This design comes from an exercise in tuning for small area on the open sky130 flow, not from production work. In this exercise RTL edits were held to simulation tests only and were not proved equivalent to the original. The flow treats the clock pin as an ideal source, which a real chip does not have. Power is estimated from default activity; no workload was simulated.

== run A ==
// survivor_mem_writer
module survivor_mem_writer #(
  parameter int M           = viterbi_pkg::SURV_M,
  parameter int D           = viterbi_pkg::SURV_D,
  parameter int TB_INTERVAL = viterbi_pkg::SURV_TB_INTERVAL
) (
  input  logic                 clk,
  input  logic                 rst,
  input  logic                 surv_valid,
  input  logic [2**M-1:0]      surv_col,
  input  logic                 flush,
  output logic [$clog2(D)-1:0] wr_ptr,
  input  logic [$clog2(D)-1:0] tb_time,
  input  logic [M-1:0]         tb_state,
  output logic                 tb_surv_bit,
  input  logic                 tb_busy,
  output logic                 tb_start,
  output logic                 full,
  output logic                 overrun
);
Size: ~8700 cells after synthesis, roughly 91 I/O pins, ~0.087 mm^2 of cells after synthesis.
Settings: LEC_CHECK=0, CAP_MARGIN=20, CORE_MARGIN=2, CORE_UTILIZATION=55, CTS_BUF_LIST=sky130_fd_sc_hd__clkbuf_16, CTS_CLUSTER_DIAMETER=50, CTS_CLUSTER_SIZE=30, PLACE_DENSITY=0.65, SETUP_SLACK_MARGIN=0.8, SLEW_MARGIN=20; clock period 10.0 ns.
run.sh (not shown) runs the stock make flow with config.mk's settings and CLKGATE_MAP_FILE= SYNTH_SCRIPT=/design/flow/synth_recipe.tcl, a recipe that flattens the netlist after the stock synthesis.
diff inputs: run A => run B
# run A
export LEC_CHECK = 0
export CAP_MARGIN = 20
export CORE_MARGIN = 2
export CORE_UTILIZATION = 55
export CTS_BUF_LIST = sky130_fd_sc_hd__clkbuf_16
export CTS_CLUSTER_DIAMETER = 50
export CTS_CLUSTER_SIZE = 30
export PLACE_DENSITY = 0.65
export SETUP_SLACK_MARGIN = 0.8
export SLEW_MARGIN = 20
create_clock -name core_clock -period 10.0 [get_ports {clk}]
# run B
export LEC_CHECK = 0
export CAP_MARGIN = 30
export CORE_MARGIN = 2
export CORE_UTILIZATION = 55
export CTS_BUF_LIST = sky130_fd_sc_hd__clkbuf_16
export CTS_CLUSTER_DIAMETER = 50
export CTS_CLUSTER_SIZE = 30
export PLACE_DENSITY = 0.65
export SETUP_SLACK_MARGIN = 0.8
export SLEW_MARGIN = 50
export REMOVE_ABC_BUFFERS = 1
export CTS_ARGS = -sink_clustering_enable -repair_clock_nets -sink_clustering_size 30 -sink_clustering_max_diameter 50 -buf_list sky130_fd_sc_hd__clkbuf_16 -dont_use_dummy_load
create_clock -name core_clock -period 10.0 [get_ports {clk}]
==> flow/flow/run.sh (new file) <==
#!/bin/bash
# The standard layout (standard.sh: the standard flow's synthesis and ORFS flow, unchanged
# design constraints) with two layout settings added to config.mk:
#  - REMOVE_ABC_BUFFERS: drop the buffers Yosys/ABC inserted at floorplan and let
#    repair_design buffer from the placed wiring instead;
#  - CTS_ARGS: the usual clock_tree_synthesis arguments plus -dont_use_dummy_load,
#    so CTS does not add load cells that only balance the tree.
# Each tool's output goes to the ORFS logs under orfs/logs; standard.log holds make's.
set -o pipefail
cat >> config.mk <<'EOT'
export REMOVE_ABC_BUFFERS = 1
export CTS_ARGS = -sink_clustering_enable -repair_clock_nets -sink_clustering_size 30 -sink_clustering_max_diameter 50 -buf_list sky130_fd_sc_hd__clkbuf_16 -dont_use_dummy_load
EOT
bash standard.sh > standard.log 2>&1
==> flow/standard.sh (new file) <==
#!/bin/bash
# synth_recipe.tcl (not shown) runs the flow's synth.tcl, then flattens the netlist and writes it again
# the make line also repeats each setting of config.mk as NAME=value (left out here)
make -C /OpenROAD-flow-scripts/flow DESIGN_CONFIG=/design/flow/config.mk WORK_HOME=/design/flow/orfs CLKGATE_MAP_FILE= SYNTH_SCRIPT=/design/flow/synth_recipe.tcl "${@:-finish}"
removed: flow/run.sh
==> results.txt <==
- Final sum of negative setup slack: run B vs run A — no meaningful difference
- | total of fill cells in the finished design | higher: run B |
- Clock period minus worst slack delta (run B − run A): favourable
- In run B, global-route usage is higher than in run A.
- The detailed-routed wire length on met2 reported for run B is greater than that of run A by 2.4%.
- Power density normalized to cell area was lower in run B than in run A.
--- input diff run B..run C ---
# run B
export LEC_CHECK = 0
export CAP_MARGIN = 30
export CORE_MARGIN = 2
export CORE_UTILIZATION = 55
export CTS_BUF_LIST = sky130_fd_sc_hd__clkbuf_16
export CTS_CLUSTER_DIAMETER = 50
export CTS_CLUSTER_SIZE = 30
export PLACE_DENSITY = 0.65
export SETUP_SLACK_MARGIN = 0.8
export SLEW_MARGIN = 50
export REMOVE_ABC_BUFFERS = 1
export CTS_ARGS = -sink_clustering_enable -repair_clock_nets -sink_clustering_size 30 -sink_clustering_max_diameter 50 -buf_list sky130_fd_sc_hd__clkbuf_16 -dont_use_dummy_load
create_clock -name core_clock -period 10.0 [get_ports {clk}]
# run C
export LEC_CHECK = 0
export CAP_MARGIN = 25
export CORE_MARGIN = 2
export CORE_UTILIZATION = 55
export CTS_BUF_LIST = sky130_fd_sc_hd__clkbuf_16
export CTS_CLUSTER_DIAMETER = 60
export CTS_CLUSTER_SIZE = 30
export PLACE_DENSITY = 0.65
export SETUP_SLACK_MARGIN = 0.8
export SLEW_MARGIN = 35
export REMOVE_ABC_BUFFERS = 1
export CTS_ARGS = -sink_clustering_enable -repair_clock_nets -sink_clustering_size 30 -sink_clustering_max_diameter 60 -buf_list sky130_fd_sc_hd__clkbuf_16 -dont_use_dummy_load
create_clock -name core_clock -period 10.0 [get_ports {clk}]
--- a/flow/flow/run.sh
+++ b/flow/flow/run.sh
@@ -12 +12 @@
-export CTS_ARGS = -sink_clustering_enable -repair_clock_nets -sink_clustering_size 30 -sink_clustering_max_diameter 50 -buf_list sky130_fd_sc_hd__clkbuf_16 -dont_use_dummy_load
+export CTS_ARGS = -sink_clustering_enable -repair_clock_nets -sink_clustering_size 30 -sink_clustering_max_diameter 60 -buf_list sky130_fd_sc_hd__clkbuf_16 -dont_use_dummy_load
Notes after the runs:
Compared with run B, placed wire-length estimate in run C decreased slightly.
Proportion of power drawn by combinational gates was higher in the run labelled run C.
Relative to run B, number of signal-net buffers in the layout decreased by 2.6% in run C.
Compared with run B, in run C total detailed-routing wirelength level, final worst-path setup slack moved down.

## port drivers added, routing unchanged
In the flow no input, the clock included, has a driving cell. The finished layouts below were timed again as built, in two steps.
Step 1 assumes that a clkbuf_16 drives the clock port and a buf_2 every other input.
Step 2 adds t to the input delays and takes it off the output delays; t is the mean of the earliest and latest rising clock arrival at the registers after step 1. Input paths then give back, and output paths get back, about the clock's delay inside the block.
Slacks: ideal / step 1 / step 2; pairs: ideal / step 1.
run | t (ns) | slack for setup (ns) | pins driven straight from the clock port
run A | 0.949 | 0.388 / 0.331 / 0.331 | 1
run B | 0.945 | 0.576 / 0.446 / 0.446 | 1
run C | 0.908 | 0.539 / 0.410 / 0.410 | 1
After both steps every run listed still meets setup and hold. For run B, which loses most, drivers alone change the setup slack by -0.130 ns; drivers and shift together by -0.130 ns.
